This is an optimization exercise on Yosys and OpenROAD, whose aim is small area, a short achievable clock period and few clock cycles, not a production implementation. The RTL was checked by simulation tests, not by an equivalence proof against the original design.

==> flow/design.v, too long to show whole: its modules and the start of the top module <==
// module cpu_multiciclo: 198 lines
// module cpu_mul_csa: 1467 lines
module cpu_multiciclo #(
  parameter int DATA_W = 32,
  parameter int ADDR_W = 8
) (
  input  logic              clock,
  input  logic              reset,
  output logic              mem_en,
  output logic              mem_we,
  output logic [ADDR_W-1:0] mem_addr,
  output logic [DATA_W-1:0] mem_wdata,
  input  logic [DATA_W-1:0] mem_rdata,
  input  logic              mem_ready,
  output logic              halted,
  output logic [ADDR_W-1:0] pc_out,
  output logic [31:0]       instret,
  input  logic [3:0]        dbg_raddr,
  output logic [DATA_W-1:0] dbg_rdata
);
  // ...
==> flow/run.sh <==
#!/bin/bash
# synth_recipe.tcl (not shown) runs the flow's synth.tcl, then flattens the netlist and writes it again
# the make line also repeats each setting of config.mk as NAME=value (left out here)
make -C /OpenROAD-flow-scripts/flow DESIGN_CONFIG=/design/flow/config.mk WORK_HOME=/design/flow/orfs CLKGATE_MAP_FILE= SYNTH_SCRIPT=/design/flow/synth_recipe.tcl finish
==> flow/config.mk <==
export PLATFORM = sky130hd
export DESIGN_NAME = cpu_multiciclo
export DESIGN_NICKNAME = cpu_multiciclo
export VERILOG_FILES = /design/flow/design.v
export SDC_FILE = /design/flow/constraint.sdc
export NUM_CORES = 4
export LEC_CHECK = 0
export CAP_MARGIN = 30
export CORE_MARGIN = 2
export CORE_UTILIZATION = 30
export SLEW_MARGIN = 30
==> flow/constraint.sdc <==
create_clock -name core_clock -period 10.0 [get_ports {clock}]
set_input_delay 2.0000 -clock core_clock [delete_from_list [all_inputs] [get_ports {clock}]]
set_output_delay 2.0000 -clock core_clock [all_outputs]
set_load 0.01 [all_outputs]
==> results.toml, run 1 <==
[outcome]
status = "finished clean"

[cells_and_area]
fin_cells = 7325
largest_reg_flops = 480
dominant_cells = "multi-input combinational cells"
diodes = 11
multi_input_area_share = 0.487

[die]
core_area_mm2 = 0.165
taps = 2189

[worst_setup_path]
critPathMaxStageDelay_ns = 0.57
end_kind = "output port"
rr_worst_depth = 29
critical_path_class = "in -> out"

[synth]
async_reset_ff_frac = 0.142
synth-xor-area-share = 0.0335
synth_most_common_cell = "edfxtp_1"
synth-simple-area-share = 0.120

[cts]
cts_setup_buffers = 0
cts_hold_buf = 0
clkSlewWorstSetupHoldPaths_ns = 0.06
clock-root-buffer = "clkbuf_16"

[place]
place_congestion = 1.03
placed_area_mm2 = 0.0554

[timing]
relSlewSlack = 0.303
fmax_ghz = 0.103

[route]
wire_per_inst_um = 33.1

[global_route]
grt.met1_usage = 0.361
Testbench counts, summed over its fixed seeds: cycles 16,593.
==> module cpu_multiciclo, before the edit <==
module cpu_multiciclo #(
  parameter int DATA_W = 32,
  parameter int ADDR_W = 8
) (
  input  logic              clock,
  input  logic              reset,
  output logic              mem_en,
  output logic              mem_we,
  output logic [ADDR_W-1:0] mem_addr,
  output logic [DATA_W-1:0] mem_wdata,
  input  logic [DATA_W-1:0] mem_rdata,
  input  logic              mem_ready,
  output logic              halted,
  output logic [ADDR_W-1:0] pc_out,
  output logic [31:0]       instret,
  input  logic [3:0]        dbg_raddr,
  output logic [DATA_W-1:0] dbg_rdata
);
  localparam logic [3:0] OP_ADD  = 4'h0;
  localparam logic [3:0] OP_SUB  = 4'h1;
  localparam logic [3:0] OP_AND  = 4'h2;
  localparam logic [3:0] OP_OR   = 4'h3;
  localparam logic [3:0] OP_XOR  = 4'h4;
  localparam logic [3:0] OP_NOT  = 4'h5;
  localparam logic [3:0] OP_SHL  = 4'h6;
  localparam logic [3:0] OP_SHR  = 4'h7;
  localparam logic [3:0] OP_SAR  = 4'h8;
  localparam logic [3:0] OP_MUL  = 4'h9;
  localparam logic [3:0] OP_ADDI = 4'hA;
  localparam logic [3:0] OP_LW   = 4'hB;
  localparam logic [3:0] OP_SW   = 4'hC;
  localparam logic [3:0] OP_BEQ  = 4'hD;
  localparam logic [3:0] OP_JMP  = 4'hE;
  localparam logic [3:0] OP_HALT = 4'hF;
  logic [31:0] ir_r;       
  logic        irv_r;      
  logic [7:0]  pc_r;       
  logic        mst_r;      
  logic [31:0] ms_r;       
  logic [31:0] mc_r;       
  logic [31:0] regs_r [1:15];
  logic [15:1] rv_r;       
  logic [3:0]  op;
  logic [3:0]  rd;
  logic [3:0]  ra;
  logic [3:0]  rb;
  assign op = ir_r[31:28];
  assign rd = ir_r[27:24];
  assign rb = ir_r[19:16];
  assign ra = halted ? dbg_raddr : ir_r[23:20];
  logic [31:0] a_s, b_s;
  always_comb begin
    a_s = 32'd0;
    b_s = 32'd0;
    for (int i = 1; i < 16; i++) begin
      a_s = a_s | ({32{(ra == 4'(i)) && rv_r[i]}} & regs_r[i]);
      b_s = b_s | ({32{(rb == 4'(i)) && rv_r[i]}} & regs_r[i]);
    end
  end
  assign dbg_rdata = a_s;
  logic [31:0] simm;
  logic        sub;
  logic [31:0] opb;
  logic [32:0] sum_x;
  logic [31:0] sum;
  assign simm  = {{16{ir_r[15]}}, ir_r[15:0]};
  assign sub   = (op == OP_SUB);
  assign opb   = (op == OP_ADDI) ? simm : (sub ? ~b_s : b_s);
  assign sum_x = {a_s, 1'b1} + {opb, sub};
  assign sum   = sum_x[32:1];
  logic        left;
  logic [31:0] sh_in, sh_out, shl_out;
  logic        fill;
  logic [32:0] sh_x;
  assign left = (op == OP_SHL);
  always_comb begin
    for (int i = 0; i < 32; i++) begin
      sh_in[i] = left ? a_s[31-i] : a_s[i];
    end
  end
  assign fill  = (op == OP_SAR) && a_s[31];
  assign sh_x  = $signed({fill, sh_in}) >>> b_s[4:0];
  assign sh_out = sh_x[31:0];
  always_comb begin
    for (int i = 0; i < 32; i++) begin
      shl_out[i] = sh_out[31-i];
    end
  end
  logic [31:0] csa_s, csa_c, mul_p;
  cpu_mul_csa u_mul (.a(a_s), .b(b_s), .s(csa_s), .c(csa_c));
  assign mul_p = ms_r + mc_r;
  logic [31:0] res;
  always_comb begin
    case (op)
      OP_ADD, OP_SUB, OP_ADDI: res = sum;
      OP_AND:  res = a_s & b_s;
      OP_OR:   res = a_s | b_s;
      OP_XOR:  res = a_s ^ b_s;
      OP_NOT:  res = ~a_s;
      OP_SHL:  res = shl_out;
      OP_SHR, OP_SAR: res = sh_out;
      default: res = mul_p;
    endcase
  end
  logic [7:0] pc1, pct, npc, ea;
  logic       is_mem, is_exec, taken;
  assign pc1    = pc_r + 8'd1;
  assign pct    = pc1 + ir_r[7:0];
  assign taken  = (op == OP_BEQ) && (a_s == b_s);
  assign npc    = (op == OP_JMP) ? ir_r[7:0] : (taken ? pct : pc1);
  assign ea     = a_s[7:0] + ir_r[7:0];
  assign is_mem = (op == OP_LW) || (op == OP_SW);
  assign is_exec = !is_mem && (op != OP_HALT) && !((op == OP_MUL) && !mst_r);
  always_comb begin
    mem_en   = 1'b0;
    mem_we   = 1'b0;
    mem_addr = pc_r;
    if (!halted) begin
      if (!irv_r) begin
        mem_en = 1'b1;
      end else if (is_mem) begin
        mem_en   = 1'b1;
        mem_we   = (op == OP_SW);
        mem_addr = ea;
      end else if (is_exec) begin
        mem_en   = 1'b1;
        mem_addr = npc;
      end
    end
  end
  assign mem_wdata = b_s;
  assign pc_out    = pc_r;
  logic        wen;
  logic [31:0] wd;
  assign wen = !halted && irv_r && (op <= OP_LW) && (rd != 4'd0) &&
               ((op == OP_LW) ? mem_ready : is_exec);
  assign wd  = (op == OP_LW) ? mem_rdata : res;
  always_ff @(posedge clock) begin
    for (int i = 1; i < 16; i++) begin
      if (wen && (rd == 4'(i))) begin
        regs_r[i] <= wd;
      end
    end
  end
  always_ff @(posedge clock or posedge reset) begin
    if (reset) begin
      rv_r <= '0;
    end else begin
      for (int i = 1; i < 16; i++) begin
        if (wen && (rd == 4'(i))) begin
          rv_r[i] <= 1'b1;
        end
      end
    end
  end
  always_ff @(posedge clock) begin
    if (irv_r && (op == OP_MUL) && !mst_r) begin
      ms_r <= csa_s;
      mc_r <= csa_c;
    end
  end
  always_ff @(posedge clock or posedge reset) begin
    if (reset) begin
      ir_r    <= 32'd0;
      irv_r   <= 1'b0;
      pc_r    <= 8'd0;
      mst_r   <= 1'b0;
      halted  <= 1'b0;
      instret <= 32'd0;
    end else if (!halted) begin
      if (!irv_r) begin
        if (mem_ready) begin
          ir_r  <= mem_rdata;
          irv_r <= 1'b1;
        end
      end else if (is_mem) begin
        if (mem_ready) begin
          pc_r    <= pc1;
          irv_r   <= 1'b0;
          instret <= instret + 32'd1;
        end
      end else if (op == OP_HALT) begin
        halted  <= 1'b1;
        instret <= instret + 32'd1;
      end else if (!is_exec) begin
        mst_r <= 1'b1;
      end else begin
        mst_r   <= 1'b0;
        pc_r    <= npc;
        instret <= instret + 32'd1;
        irv_r   <= mem_ready;
        if (mem_ready) begin
          ir_r <= mem_rdata;
        end
      end
    end
  end
endmodule
==> run 2, diff against run 1 <==
--- a/flow/design.v
+++ b/flow/design.v
@@ -32,7 +32,11 @@
   localparam logic [3:0] OP_BEQ  = 4'hD;
   localparam logic [3:0] OP_JMP  = 4'hE;
   localparam logic [3:0] OP_HALT = 4'hF;
-  logic [31:0] ir_r;       
+  logic [3:0]  op;
+  logic [3:0]  rd;
+  logic [15:0] imm;
+  logic [31:0] a_r;        
+  logic [31:0] b_r;        
   logic        irv_r;      
   logic [7:0]  pc_r;       
   logic        mst_r;      
@@ -40,33 +44,15 @@
   logic [31:0] mc_r;       
   logic [31:0] regs_r [1:15];
   logic [15:1] rv_r;       
-  logic [3:0]  op;
-  logic [3:0]  rd;
-  logic [3:0]  ra;
-  logic [3:0]  rb;
-  assign op = ir_r[31:28];
-  assign rd = ir_r[27:24];
-  assign rb = ir_r[19:16];
-  assign ra = halted ? dbg_raddr : ir_r[23:20];
-  logic [31:0] a_s, b_s;
-  always_comb begin
-    a_s = 32'd0;
-    b_s = 32'd0;
-    for (int i = 1; i < 16; i++) begin
-      a_s = a_s | ({32{(ra == 4'(i)) && rv_r[i]}} & regs_r[i]);
-      b_s = b_s | ({32{(rb == 4'(i)) && rv_r[i]}} & regs_r[i]);
-    end
-  end
-  assign dbg_rdata = a_s;
   logic [31:0] simm;
   logic        sub;
   logic [31:0] opb;
   logic [32:0] sum_x;
   logic [31:0] sum;
-  assign simm  = {{16{ir_r[15]}}, ir_r[15:0]};
+  assign simm  = {{16{imm[15]}}, imm};
   assign sub   = (op == OP_SUB);
-  assign opb   = (op == OP_ADDI) ? simm : (sub ? ~b_s : b_s);
-  assign sum_x = {a_s, 1'b1} + {opb, sub};
+  assign opb   = (op == OP_ADDI) ? simm : (sub ? ~b_r : b_r);
+  assign sum_x = {a_r, 1'b1} + {opb, sub};
   assign sum   = sum_x[32:1];
   logic        left;
   logic [31:0] sh_in, sh_out, shl_out;
@@ -75,11 +61,11 @@
   assign left = (op == OP_SHL);
   always_comb begin
     for (int i = 0; i < 32; i++) begin
-      sh_in[i] = left ? a_s[31-i] : a_s[i];
+      sh_in[i] = left ? a_r[31-i] : a_r[i];
     end
   end
-  assign fill  = (op == OP_SAR) && a_s[31];
-  assign sh_x  = $signed({fill, sh_in}) >>> b_s[4:0];
+  assign fill   = (op == OP_SAR) && a_r[31];
+  assign sh_x   = $signed({fill, sh_in}) >>> b_r[4:0];
   assign sh_out = sh_x[31:0];
   always_comb begin
     for (int i = 0; i < 32; i++) begin
@@ -87,16 +73,16 @@
     end
   end
   logic [31:0] csa_s, csa_c, mul_p;
-  cpu_mul_csa u_mul (.a(a_s), .b(b_s), .s(csa_s), .c(csa_c));
+  cpu_mul_csa u_mul (.a(a_r), .b(b_r), .s(csa_s), .c(csa_c));
   assign mul_p = ms_r + mc_r;
   logic [31:0] res;
   always_comb begin
     case (op)
       OP_ADD, OP_SUB, OP_ADDI: res = sum;
-      OP_AND:  res = a_s & b_s;
-      OP_OR:   res = a_s | b_s;
-      OP_XOR:  res = a_s ^ b_s;
-      OP_NOT:  res = ~a_s;
+      OP_AND:  res = a_r & b_r;
+      OP_OR:   res = a_r | b_r;
+      OP_XOR:  res = a_r ^ b_r;
+      OP_NOT:  res = ~a_r;
       OP_SHL:  res = shl_out;
       OP_SHR, OP_SAR: res = sh_out;
       default: res = mul_p;
@@ -104,13 +90,15 @@
   end
   logic [7:0] pc1, pct, npc, ea;
   logic       is_mem, is_exec, taken;
-  assign pc1    = pc_r + 8'd1;
-  assign pct    = pc1 + ir_r[7:0];
-  assign taken  = (op == OP_BEQ) && (a_s == b_s);
-  assign npc    = (op == OP_JMP) ? ir_r[7:0] : (taken ? pct : pc1);
-  assign ea     = a_s[7:0] + ir_r[7:0];
-  assign is_mem = (op == OP_LW) || (op == OP_SW);
+  assign pc1     = pc_r + 8'd1;
+  assign pct     = pc1 + imm[7:0];
+  assign taken   = (op == OP_BEQ) && (a_r == b_r);
+  assign npc     = (op == OP_JMP) ? imm[7:0] : (taken ? pct : pc1);
+  assign ea      = a_r[7:0] + imm[7:0];
+  assign is_mem  = (op == OP_LW) || (op == OP_SW);
   assign is_exec = !is_mem && (op != OP_HALT) && !((op == OP_MUL) && !mst_r);
+  logic fetching;
+  assign fetching = !halted && (!irv_r || is_exec);
   always_comb begin
     mem_en   = 1'b0;
     mem_we   = 1'b0;
@@ -128,13 +116,29 @@
       end
     end
   end
-  assign mem_wdata = b_s;
+  assign mem_wdata = b_r;
   assign pc_out    = pc_r;
+  logic        wex;
   logic        wen;
   logic [31:0] wd;
-  assign wen = !halted && irv_r && (op <= OP_LW) && (rd != 4'd0) &&
-               ((op == OP_LW) ? mem_ready : is_exec);
+  assign wex = !halted && irv_r && (op <= OP_MUL || op == OP_ADDI) && (rd != 4'd0) && is_exec;
+  assign wen = wex || (!halted && irv_r && (op == OP_LW) && (rd != 4'd0) && mem_ready);
   assign wd  = (op == OP_LW) ? mem_rdata : res;
+  logic [3:0]  fa, fb;
+  logic [31:0] ra_s, rb_s, d_s;
+  assign fa = mem_rdata[23:20];
+  assign fb = mem_rdata[19:16];
+  always_comb begin
+    ra_s = 32'd0;
+    rb_s = 32'd0;
+    d_s  = 32'd0;
+    for (int i = 1; i < 16; i++) begin
+      ra_s = ra_s | ({32{(fa == 4'(i)) && rv_r[i]}} & regs_r[i]);
+      rb_s = rb_s | ({32{(fb == 4'(i)) && rv_r[i]}} & regs_r[i]);
+      d_s  = d_s  | ({32{(dbg_raddr == 4'(i)) && rv_r[i]}} & regs_r[i]);
+    end
+  end
+  assign dbg_rdata = d_s;
   always_ff @(posedge clock) begin
     for (int i = 1; i < 16; i++) begin
       if (wen && (rd == 4'(i))) begin
@@ -154,14 +158,20 @@
     end
   end
   always_ff @(posedge clock) begin
-    if (irv_r && (op == OP_MUL) && !mst_r) begin
-      ms_r <= csa_s;
-      mc_r <= csa_c;
+    if (fetching && mem_ready) begin
+      op  <= mem_rdata[31:28];
+      rd  <= mem_rdata[27:24];
+      imm <= mem_rdata[15:0];
+      a_r <= (wex && (rd == fa)) ? res : ra_s;
+      b_r <= (wex && (rd == fb)) ? res : rb_s;
     end
   end
+  always_ff @(posedge clock) begin
+    ms_r <= csa_s;
+    mc_r <= csa_c;
+  end
   always_ff @(posedge clock or posedge reset) begin
     if (reset) begin
-      ir_r    <= 32'd0;
       irv_r   <= 1'b0;
       pc_r    <= 8'd0;
       mst_r   <= 1'b0;
@@ -169,10 +179,7 @@
       instret <= 32'd0;
     end else if (!halted) begin
       if (!irv_r) begin
-        if (mem_ready) begin
-          ir_r  <= mem_rdata;
-          irv_r <= 1'b1;
-        end
+        irv_r <= mem_ready;
       end else if (is_mem) begin
         if (mem_ready) begin
           pc_r    <= pc1;
@@ -189,9 +196,6 @@
         pc_r    <= npc;
         instret <= instret + 32'd1;
         irv_r   <= mem_ready;
-        if (mem_ready) begin
-          ir_r <= mem_rdata;
-        end
       end
     end
   end
--- a/flow/config.mk
+++ b/flow/config.mk
@@ -8,4 +8,6 @@
 export CAP_MARGIN = 30
 export CORE_MARGIN = 2
 export CORE_UTILIZATION = 30
+export SETUP_SLACK_MARGIN = 4.5
 export SLEW_MARGIN = 30
+export TNS_END_PERCENT = 100
==> run 2 against run 1 <==
- non-clock buffer count is 167 higher
- global-route usage is 1.8 points higher
- critical path type is now reg -> reg
- largest cell class unchanged
- via count is 12% higher
- critical endpoint is now pc_r[1]
- critical path depth is 20 higher
- still clean
- flip-flop and latch count is 56 higher
- worst setup slack better by 3.7 ns
- clock skew is 0.057 ns lower
- synthesized cell count is 6.3% higher
- design area is 12% higher
==> results.toml, run 2 <==
[timing]
rsz0062_at_grt = "true"
min_period_ns = 6.08
fin_hold_ws_ns = 0.476
fin_setup_tns_ns = 0
final.period_utilization = 0.608
skew_ns = 0.0344
finalSetupViolations = 0
hold_viol = 0
setup_ws_ns = 3.92
relSlewSlack = 0.249
worstMarginPinSlew_ns = 1.13
slew_violations = 0
fmax_ghz = 0.165

[route]
met1Wirelength_mm = 92.9
drtIter0Drc = 11200
vias = 50400
top_layer = "met5"
drcViolationCount = 0
dr_wl_met2_mm = 114
ant_nets = 0
wire_per_inst_um = 35.2
drt-total-wl_mm = 276
wl_met3_mm = 41.3
avgViaCountPerCell = 6.41
drt_first_pass_iters = 17

[cells_and_area]
final_common_cell = "edfxtp_1"
regArea_mm2 = 0.0198
fillers = 17000
multi_input_area_mm2 = 0.0307
area_growth_pct = 23.1
mostFrequentLayoutCells = "edfxtp_1, inv_1, nor2_1"
drive_above_1_share = 0.176
regMostFlops = "regs_r"
nNetsFinal = 6085
final_util = 0.373
largest_reg_flops = 480

[synth]
synth_area_mm2 = 0.0527
syn_inst = 5141
ys_seq_elements = 689
syn-num-nets = 5760
synth.area.top_cells = "edfxtp_1, fa_1, a22oi_1"
async_reset_ff_frac = 0.0842
synth-seq-area-share = 0.375
synth_top_flop_cell = "edfxtp_1"
yosys.area.top_type = "edfxtp_1"
synth_most_common_cell = "edfxtp_1"
ys_types = 93
synthTopCellsByCount = "edfxtp_1, inv_1, nor2_1"
synth_edf_count = 568
synth_top_area_frac = 0.323
yosysWarnings = 2
synth.avg_cell_area_um2 = 10.3

[worst_setup_path]
start_kind = "flip-flop"
crit_path_frequent_cell = "buf_6"
crit_arrival_ns = 6.71
end_kind = "flip-flop"
critPathMaxStageDelay_ns = 0.38
cp_data_required_time_ns = 10.64
critical_path_class = "reg -> reg"
path_max_fanout = 2
slowest_stage = "edfxtp_1"

[cts]
cts.path.max_buffers = 3
clock_latency_ns = 0.71
htree_num_levels = 3
cts_buffers = 78
clock-root-buffer = "clkbuf_16"
clkSlewWorstSetupHoldPaths_ns = 0.06
cts_tree = "yes"
cts.sinks = 689
cts_hold_buf = 0

[place]
hpwl_mm = 163
place_ws_ns = 2.97
place_congestion = 1.02
io_buffers = 153

[die]
die_h_um = 423
row_count = 153
ios = 154
core_area_mm2 = 0.174
initial_utilization = 0.303
die_w_um = 423
die-area_mm2 = 0.179

[global_route]
grt_pass1_vias = 48900
grt_pass1_wl_mm = 381
grt_max_degree = 76
grt_use_total = 0.299
gr-total-overflow = 0
antenna_found_initial = 14

[min_path]
min_path_type = "reg -> reg"

[outcome]
status = "finished clean"

[flow_run]
drv_cap = 0
[run 2: cell count changes after synthesis, sizes merged, moves of 29 or more]
cell,before,now
a22oi,195,395
o21ai,291,115
clkbuf,206,320
a221oi,46,119
dfxtp,0,63
nand3,73,126
a222oi,47,98
and3,49,97
a32oi,48,2
nor3,28,68
a22o,61,100
mux4,0,34
dfrtp,90,58
nand4,60,89
[run 2: through the flow]
stage	area [um2]	cells
after floorplan	52800	5141
after global placement	57100	7396
after detailed placement	57200	7398
after CTS	64000	7812
after global routing	64900	7857
final	64900	7863
[run 2: cells by family after synthesis]
group,count (synthesis),share of synthesized area
fa+ha+maj,580,0.196
xor+xnor,194,0.0322
flops,689,0.375
simple gates,1384,0.121
compound gates,1281,0.181
buf+inv,901,0.0653
mux,112,0.0299
[run 2: worst max-delay path, delay by kind of cell, from the launching register on]
kind | cells | cell delay [ns]
DFF | 1 | 0.38
muxes | 1 | 0.06
AOI/OAI and AO/OA | 4 | 0.62
and+or+nand+nor | 3 | 0.92
buffers and inverters | 32 | 3.70
adders and majority gates | 1 | 0.29
[run 2: cell type report]
type,count,area share
Multi-Input combinational cell,3560,0.472
Tap cell,2325,0.0448
Clock inverter,51,0.0102
Sequential cell,689,0.305
Antenna cell,7,0.000270
Inverter,505,0.0321
Clock buffer,94,0.0314
Timing Repair Buffer,632,0.105
[run 2: worst paths after layout]
| check | cells after the start | slack, ns | endpoint | from |
|---|---|---|---|---|
| setup / recovery | 41 | 3.92 | pc_r[1] | b_r[11] |
| hold / removal | 1 | 0.48 | instret[31] | instret[31] |
| setup reg to reg | 41 | 3.92 | pc_r[1] | b_r[11] |
| hold reg to reg | 1 | 0.48 | instret[31] | instret[31] |
| max in group asynchronous | 3 | 7.60 | pc_r[1] | reset |
| min in group asynchronous | 3 | 1.84 | instret[6] | reset |
[run 2: per-layer routing]
| metal | vias to the layer above | GRT usage |
|---|---|---|
| met5 | - | 0.00914 |
| met1 | 24500 | 0.352 |
| li1 | 19400 | - |
| met4 | 16 | 0.216 |
| met3 | 1526 | 0.124 |
| met2 | 4883 | 0.438 |
[run 2: timing repair]
action                     CTS  global route
setup endpoints to repair  159           289
buffers inserted           241            42
pin swaps                  106            99
gates cloned                28             1
gates resized for setup    538           105
Testbench counts of run 2, summed over its fixed seeds: cycles 16,593.
==> run 3, diff against run 2 <==
--- a/flow/config.mk
+++ b/flow/config.mk
@@ -8,6 +8,6 @@
 export CAP_MARGIN = 30
 export CORE_MARGIN = 2
 export CORE_UTILIZATION = 30
-export SETUP_SLACK_MARGIN = 4.5
+export SETUP_SLACK_MARGIN = 3
 export SLEW_MARGIN = 30
 export TNS_END_PERCENT = 100
==> run 3 against run 2 <==
- still clean on timing, DRC and antenna
- die area unchanged
- hold slack improved by 0.0088 ns
- worst setup slack got worse by 0.97 ns
- clock skew increased by 0.012 ns
- synthesized cell count unchanged
==> results.toml, run 3 <==
[cells_and_area]
regMostFlops = "regs_r"
area_growth_pct = 13.4
largest_reg_flops = 480
final_util = 0.343
drive_above_1_share = 0.0939
final_common_cell = "edfxtp_1"
nNetsFinal = 5769
mostFrequentLayoutCells = "edfxtp_1, inv_1, nor2_1"

[cts]
cts.path.max_buffers = 3
clkSlewWorstSetupHoldPaths_ns = 0.06
clock_latency_ns = 0.72
cts_tree = "yes"
cts.sinks = 689
clock-root-buffer = "clkbuf_16"
cts_hold_buf = 0
htree_num_levels = 3
cts_buffers = 77

[timing]
skew_ns = 0.0459
hold_viol = 0
min_period_ns = 7.04
rsz0062_at_grt = "true"
relSlewSlack = 0.189
fmax_ghz = 0.142
finalSetupViolations = 0
fin_setup_tns_ns = 0
slew_violations = 0
final.period_utilization = 0.704
worstMarginPinSlew_ns = 1.21

[worst_setup_path]
critical_path_class = "in -> out"
end_kind = "output port"
slowest_stage = "clkdlybuf4s50_1"
start_kind = "primary input"
crit_chain = "clkdlybuf4s50_1 > nor2b_1 > and3_4 > buf_4 > a22oi_1 > and3_1 > nand4_1 > clkdlybuf4s50_1"
critPathMaxStageDelay_ns = 0.60
path_max_fanout = 19
crit_arrival_ns = 5.04
cp_data_required_time_ns = 8.00
crit_path_frequent_cell = "clkdlybuf4s50_1"

[synth]
synth_top_area_frac = 0.323
synth.area.top_cells = "edfxtp_1, fa_1, a22oi_1"
ys_seq_elements = 689
syn_inst = 5141
synth.avg_cell_area_um2 = 10.3
yosys.area.top_type = "edfxtp_1"
synth_most_common_cell = "edfxtp_1"
async_reset_ff_frac = 0.0842
ys_types = 93
syn-num-nets = 5760
synth-seq-area-share = 0.375
yosysWarnings = 2
synth_area_mm2 = 0.0527
synth_top_flop_cell = "edfxtp_1"
synthTopCellsByCount = "edfxtp_1, inv_1, nor2_1"
synth_edf_count = 568

[die]
die_w_um = 423
die_h_um = 423
die-area_mm2 = 0.179
core_area_mm2 = 0.174
ios = 154
row_count = 153
initial_utilization = 0.303

[global_route]
grt_use_total = 0.273
grt_max_degree = 67
grt_pass1_wl_mm = 352
antenna_found_initial = 12
grt_pass1_vias = 47000
gr-total-overflow = 0

[outcome]
status = "finished clean"

[route]
drt-total-wl_mm = 251
avgViaCountPerCell = 6.31
drt_first_pass_iters = 15
drtIter0Drc = 9586
vias = 47600
wire_per_inst_um = 33.3
ant_nets = 0
drcViolationCount = 0

[place]
hpwl_mm = 160
place_congestion = 1.02
io_buffers = 153

[min_path]
min_path_type = "reg -> reg"

[flow_run]
drv_cap = 0
## run 3: cell counts after synthesis
Identical to the previous run, type by type.
## run 3: layout make-up
cell class / instances / area [um2]
Clock buffer: 90 / 2020
Sequential cell: 689 / 19800
Clock inverter: 48 / 462
Inverter: 505 / 1910
Antenna cell: 7 / 17.5
Fill cell: 17500 / 114000
Multi-Input combinational cell: 3551 / 29900
Tap cell: 2325 / 2910
Timing Repair Buffer: 326 / 2850
## run 3: worst max-delay path, delay by kind of cell
kind / cells / cell delay (ns)
AO/OA/AOI/OAI: 1 / 0.15
buffers and inverters: 3 / 1.58
AND/OR/NAND/NOR: 4 / 1.28
## run 3: path summary, 6_finish.rpt
check,to,startpoint,slack [ns],depth (start not counted)
min in group asynchronous,instret[3],reset,1.86,3
min reg2reg,instret[31],instret[31],0.48,1
max reg2reg,mc_r[28],b_r[0],3.81,15
max,dbg_rdata[28],dbg_raddr[1],2.96,8
min,instret[31],instret[31],0.48,1
max in group asynchronous,rv_r[9],reset,7.61,3
## run 3: layer usage
metal  share of wire  vias up  track usage  routed length [um]
li1                -    18700            -                   -
met1            0.35    23300        0.326               87400
met2            0.42     4297        0.409              107000
met3            0.15     1246        0.108               37000
met4           0.080       10        0.170               20100
met5         0.00055        -      0.00672                 137
## run 3: kinds of logic (layout without fill, tap and decap cells)
kind of cell | after synthesis | count (layout) | share of synthesized area
and+or+nand+nor | 1384 | 1384 | 0.121
muxes | 112 | 112 | 0.0299
other | 0 | 7 | 0
DFF | 689 | 689 | 0.375
buffers and inverters | 901 | 969 | 0.0653
xor gates and xnor gates | 194 | 194 | 0.0322
AOI/OAI and AO/OA | 1281 | 1281 | 0.181
adders and majority gates | 580 | 580 | 0.196
## run 3: repair_timing
| item | in CTS | in global routing |
|---|---|---|
| cloned | 0 | 0 |
| resized for setup | 12 | 6 |
| endpoints found under the setup margin | 13 | 10 |
| pin swaps | 2 | 0 |
| buffers inserted | 3 | 0 |
## run 3: through the flow
stage | cells | area [um2] | worst slack (ns) | hold slack (ns)
global route | 7535 | 59800 | 2.96 | 0.518
detailed placement | 7392 | 57200 | 2.86 | 0.477
CTS | 7533 | 59700 | 3.05 | 0.490
finish | 7541 | 59800 | 2.96 | 0.485
floorplan | 5141 | 52700 | 3.10 | 0.460
global placement | 7392 | 57100 | 2.81 | 0.461

-- afterwards: timing with drivers on the ports --
Ports are ideal in the flow. The routed layouts listed here were re-timed in OpenROAD. Step 1: set_driving_cell puts a clkbuf_16 on clock and a buf_2 on each other input, an assumption about the parent block. Step 2, shift: input delay + t, output delay - t, t = (earliest + latest rising clock arrival at the registers) / 2. This alone moves slack from input paths to output paths. a / b / c = no drivers / after step 1 / after step 2; a / b = the first two.
run	t, ns	setup slack, ns	cell pins on the clock port's net
run 1	0.766	0.253 / 0.229 / 0.158	1
run 2	0.778	3.923 / 3.899 / 3.923	1
run 3	0.782	2.958 / 2.901 / 2.901	1
After both steps setup and hold are still met in every run listed. The setup slack of run 1, which loses most, moves by -0.024 ns with the drivers and by -0.095 ns with both steps.
